Background: an optimization exercise with open tools, aiming at small area. Do not read the settings as production practice.
The RTL was checked by simulation tests, not by an equivalence proof against the original design.
Power figures rest on the tool's default switching activity, not on a simulated workload.

==> inputs of trial 52 <==
==> flow/design.v <==
package regfile_pkg;
  localparam int ROB_SIZE = 16;
  localparam int ROB_WIDTH = $clog2(ROB_SIZE);
  localparam int REG_NUM = 32;
  localparam logic [4:0] ZERO_REG = 5'd0;
endpackage
module regfile_rdport
(
  input  logic [4:0]           rs,
  input  logic [32*31-1:0]     regs_flat,    
  input  logic [4*31-1:0]      tags_flat,    
  input  logic [31:1]          busy,
  input  logic                 commit_valid,
  input  logic [regfile_pkg::ROB_WIDTH-1:0] commit_rob_id,
  input  logic [31:0]          commit_val,
  input  logic                 search_ready,
  input  logic [31:0]          search_val,
  output logic [31:0]          val,
  output logic                 has_dep,
  output logic [regfile_pkg::ROB_WIDTH-1:0] dep
);
  logic [31:1] dec, sel;
  logic [3:0]  tag;
  logic        reg_busy, hit, use_cv, use_sv;
  always_comb begin
    for (int i = 1; i < 32; i++) begin
      dec[i] = rs == 5'(i);
      sel[i] = dec[i] && !busy[i];
    end
    tag = '0;
    for (int i = 1; i < 32; i++) tag |= tags_flat[4*(i-1) +: 4] & {4{dec[i]}};
    reg_busy = |(dec & busy);
    hit = commit_valid && commit_rob_id == tag;
    use_cv = reg_busy && hit;
    use_sv = reg_busy && !hit;
    val = (commit_val & {32{use_cv}}) | (search_val & {32{use_sv}});
    for (int i = 1; i < 32; i++) val |= regs_flat[32*(i-1) +: 32] & {32{sel[i]}};
    has_dep = reg_busy && !hit && !search_ready;
    dep = tag;
  end
endmodule
module regfile
(
  input  logic                 clk_in,
  input  logic                 rst_in,
  input  logic                 rdy_in,
  input  logic                 clear,
  input  logic                 issue_valid,
  input  logic [4:0]           issue_rd,
  input  logic [regfile_pkg::ROB_WIDTH-1:0] issue_rob_id,
  input  logic [4:0]           rs1,
  input  logic [4:0]           rs2,
  output logic [31:0]          val1,
  output logic [31:0]          val2,
  output logic                 has_dep1,
  output logic                 has_dep2,
  output logic [regfile_pkg::ROB_WIDTH-1:0] dep1,
  output logic [regfile_pkg::ROB_WIDTH-1:0] dep2,
  output logic [regfile_pkg::ROB_WIDTH-1:0] search_rob_id_1,
  output logic [regfile_pkg::ROB_WIDTH-1:0] search_rob_id_2,
  input  logic                 search_ready_1,
  input  logic                 search_ready_2,
  input  logic [31:0]          search_val_1,
  input  logic [31:0]          search_val_2,
  input  logic                 commit_valid,
  input  logic [regfile_pkg::ROB_WIDTH-1:0] commit_rob_id,
  input  logic [4:0]           commit_reg_id,
  input  logic [31:0]          commit_val
);
  logic [32*31-1:0] regs_flat;
  logic [4*31-1:0]  tags_flat;
  logic [31:1]      busy;
  logic [31:1]      cdec, idec, reg_we, tag_we, busy_set, busy_clr;
  logic [31:0]      reg_wdata;
  logic [3:0]       tag_wdata, ctag;
  logic             cbusy, release_c, busy_kill;
  always_comb begin
    for (int i = 1; i < 32; i++) begin
      cdec[i] = commit_reg_id == 5'(i);
      idec[i] = issue_rd == 5'(i);
    end
    ctag = '0;
    for (int i = 1; i < 32; i++) ctag |= tags_flat[4*(i-1) +: 4] & {4{cdec[i]}};
    cbusy = |(cdec & busy);
    release_c = cbusy && ctag == commit_rob_id;
    reg_wdata = commit_val & {32{!rst_in}};
    tag_wdata = issue_rob_id & {4{!rst_in}};
    busy_kill = rst_in || (rdy_in && clear);
    for (int i = 1; i < 32; i++) begin
      reg_we[i]   = rst_in || (rdy_in && commit_valid && cdec[i]);
      busy_set[i] = rdy_in && issue_valid && !clear && idec[i];
      busy_clr[i] = rdy_in && commit_valid && release_c && cdec[i];
      tag_we[i]   = rst_in || busy_set[i];
    end
  end
  always_ff @(posedge clk_in) begin
    for (int i = 1; i < 32; i++) begin
      if (reg_we[i]) regs_flat[32*(i-1) +: 32] <= reg_wdata;
      if (tag_we[i]) tags_flat[4*(i-1) +: 4] <= tag_wdata;
      busy[i] <= !busy_kill && (busy_set[i] || (busy[i] && !busy_clr[i]));
    end
  end
  regfile_rdport u_rd1 (
    .rs(rs1), .regs_flat(regs_flat), .tags_flat(tags_flat), .busy(busy),
    .commit_valid(commit_valid), .commit_rob_id(commit_rob_id), .commit_val(commit_val),
    .search_ready(search_ready_1), .search_val(search_val_1),
    .val(val1), .has_dep(has_dep1), .dep(dep1)
  );
  regfile_rdport u_rd2 (
    .rs(rs2), .regs_flat(regs_flat), .tags_flat(tags_flat), .busy(busy),
    .commit_valid(commit_valid), .commit_rob_id(commit_rob_id), .commit_val(commit_val),
    .search_ready(search_ready_2), .search_val(search_val_2),
    .val(val2), .has_dep(has_dep2), .dep(dep2)
  );
  assign search_rob_id_1 = dep1;
  assign search_rob_id_2 = dep2;
endmodule
==> flow/run.sh <==
#!/bin/bash
# synth_recipe.tcl (not shown) runs the flow's synth.tcl, then flattens the netlist and writes it again
# the make line also repeats each setting of config.mk as NAME=value (left out here)
make -C /OpenROAD-flow-scripts/flow DESIGN_CONFIG=/design/flow/config.mk WORK_HOME=/design/flow/orfs CLKGATE_MAP_FILE= SYNTH_SCRIPT=/design/flow/synth_recipe.tcl finish
==> flow/config.mk <==
export PLATFORM = sky130hd
export DESIGN_NAME = regfile
export DESIGN_NICKNAME = regfile
export VERILOG_FILES = /design/flow/design.v
export SDC_FILE = /design/flow/constraint.sdc
export NUM_CORES = 4
export LEC_CHECK = 0
export CAP_MARGIN = 20
export CORE_MARGIN = 2
export CORE_UTILIZATION = 45
export SLEW_MARGIN = 20
==> flow/constraint.sdc <==
create_clock -name core_clock -period 8.0 [get_ports {clk_in}]
set_input_delay 1.6000 -clock core_clock [delete_from_list [all_inputs] [get_ports {clk_in}]]
set_output_delay 1.6000 -clock core_clock [all_outputs]
set_load 0.01 [all_outputs]
==> build 69 (differences from trial 52) <==
==> flow/design.v (replaced) <==
package regfile_pkg;
  localparam int ROB_SIZE = 16;
  localparam int ROB_WIDTH = $clog2(ROB_SIZE);
  localparam int REG_NUM = 32;
  localparam logic [4:0] ZERO_REG = 5'd0;
endpackage
module regfile_rdport
(
  input  logic [4:0]           rs,
  input  logic [31:0]          reg_val,
  input  logic                 reg_busy,
  input  logic [regfile_pkg::ROB_WIDTH-1:0] reg_tag,
  input  logic                 commit_valid,
  input  logic [regfile_pkg::ROB_WIDTH-1:0] commit_rob_id,
  input  logic [31:0]          commit_val,
  input  logic                 search_ready,
  input  logic [31:0]          search_val,
  output logic [31:0]          val,
  output logic                 has_dep,
  output logic [regfile_pkg::ROB_WIDTH-1:0] dep
);
  logic hit;
  assign hit = commit_valid && commit_rob_id == reg_tag;
  always_comb begin
    val = rs == regfile_pkg::ZERO_REG ? '0 : !reg_busy ? reg_val : hit ? commit_val : search_val;
    has_dep = rs != regfile_pkg::ZERO_REG && reg_busy && !hit && !search_ready;
    dep = reg_tag;
  end
endmodule
module regfile
(
  input  logic                 clk_in,
  input  logic                 rst_in,
  input  logic                 rdy_in,
  input  logic                 clear,
  input  logic                 issue_valid,
  input  logic [4:0]           issue_rd,
  input  logic [regfile_pkg::ROB_WIDTH-1:0] issue_rob_id,
  input  logic [4:0]           rs1,
  input  logic [4:0]           rs2,
  output logic [31:0]          val1,
  output logic [31:0]          val2,
  output logic                 has_dep1,
  output logic                 has_dep2,
  output logic [regfile_pkg::ROB_WIDTH-1:0] dep1,
  output logic [regfile_pkg::ROB_WIDTH-1:0] dep2,
  output logic [regfile_pkg::ROB_WIDTH-1:0] search_rob_id_1,
  output logic [regfile_pkg::ROB_WIDTH-1:0] search_rob_id_2,
  input  logic                 search_ready_1,
  input  logic                 search_ready_2,
  input  logic [31:0]          search_val_1,
  input  logic [31:0]          search_val_2,
  input  logic                 commit_valid,
  input  logic [regfile_pkg::ROB_WIDTH-1:0] commit_rob_id,
  input  logic [4:0]           commit_reg_id,
  input  logic [31:0]          commit_val
);
  logic [31:0]          regs [regfile_pkg::REG_NUM];
  logic [regfile_pkg::ROB_WIDTH-1:0] tag  [regfile_pkg::REG_NUM];
  logic [regfile_pkg::REG_NUM-1:0]   busy;
  assign search_rob_id_1 = tag[rs1];
  assign search_rob_id_2 = tag[rs2];
  always_ff @(posedge clk_in) begin
    if (rst_in) begin
      for (int i = 0; i < regfile_pkg::REG_NUM; i++) begin
        regs[i] <= '0;
        tag[i] <= '0;
      end
      busy <= '0;
    end else if (rdy_in) begin
      if (commit_valid && commit_reg_id != regfile_pkg::ZERO_REG) begin
        regs[commit_reg_id] <= commit_val;
        if (busy[commit_reg_id] && tag[commit_reg_id] == commit_rob_id) busy[commit_reg_id] <= 1'b0;
      end
      if (clear) busy <= '0;
      else if (issue_valid && issue_rd != regfile_pkg::ZERO_REG) begin
        busy[issue_rd] <= 1'b1;
        tag[issue_rd] <= issue_rob_id;
      end
    end
  end
  regfile_rdport u_rd1 (
    .rs(rs1), .reg_val(regs[rs1]), .reg_busy(busy[rs1]), .reg_tag(tag[rs1]),
    .commit_valid(commit_valid), .commit_rob_id(commit_rob_id), .commit_val(commit_val),
    .search_ready(search_ready_1), .search_val(search_val_1),
    .val(val1), .has_dep(has_dep1), .dep(dep1)
  );
  regfile_rdport u_rd2 (
    .rs(rs2), .reg_val(regs[rs2]), .reg_busy(busy[rs2]), .reg_tag(tag[rs2]),
    .commit_valid(commit_valid), .commit_rob_id(commit_rob_id), .commit_val(commit_val),
    .search_ready(search_ready_2), .search_val(search_val_2),
    .val(val2), .has_dep(has_dep2), .dep(dep2)
  );
endmodule
==> qor summary <==
quantity                                          trial 52    build 69
Worst stage delay on the critical path             0.89 ns     0.78 ns
Combinational share of power                         11.5%       14.2%
Result of the run         no timing/DRC/antenna violations  no timing/DRC/antenna violations
Power per unit of standard cell area            241 nW/um2  207 nW/um2
Tightest Pin Transition                            1.36 ns     1.21 ns
Flop-to-flop setup slack                           4.56 ns     4.46 ns
Worst hold path endpoint                          busy[26]     busy[9]
Comb power                                       0.00172 W   0.00222 W
DRT iter0 DRCs                                       12900        5347
Tot GR Track Use                                     46.0%       30.6%
Area growth syn-to-layout                            17.4%       12.4%
TritonCTS buffer count                                 115         137
Placed instance area                             58400 um2   71400 um2
Post-synthesis instance area                     53200 um2   67400 um2
Net switching power of the design                0.00405 W   0.00421 W
Total wirelength of the detailed-routed design      286 mm      235 mm
Post-synthesis adder-cell area fraction                 0%      0.223%
Synth Area in Simple Gates                           11.0%       14.4%
Synthesis-stage register bit count                    1147        1184
Reg2reg end                                        busy[2]    busy[15]

## re-timing with driven ports
How much do the figures lean on ideal ports? The routed layouts below were timed once more, with nothing changed but the port constraints.
Step 1 (the two cells are an assumption about what drives the block):
set clk [get_ports {clk_in}]
set_driving_cell -lib_cell sky130_fd_sc_hd__clkbuf_16 $clk
set_driving_cell -lib_cell sky130_fd_sc_hd__buf_2 [delete_from_list [all_inputs] $clk]
Step 2, shift: input delay + t, output delay - t, t = (earliest + latest rising clock arrival at the registers) / 2. This alone moves slack from input paths to output paths.
Slacks: ideal / step 1 / step 2; pairs: ideal / step 1.
| run | t (ns) | setup slack, ns | latest minus earliest clock arrival (ns) | worst register clock-pin slew, ns |
|---|---|---|---|---|
| trial 52 | 0.823 | 0.250 / 0.220 / 0.220 | 0.068 / 0.069 | 0.07 / 0.07 |
| build 69 | 0.863 | 0.710 / 0.668 / 0.668 | 0.036 / 0.036 | 0.06 / 0.06 |
After both steps every run listed still meets setup and hold. The setup slack of build 69, which loses most, moves by -0.042 ns with the drivers and by -0.042 ns with both steps.
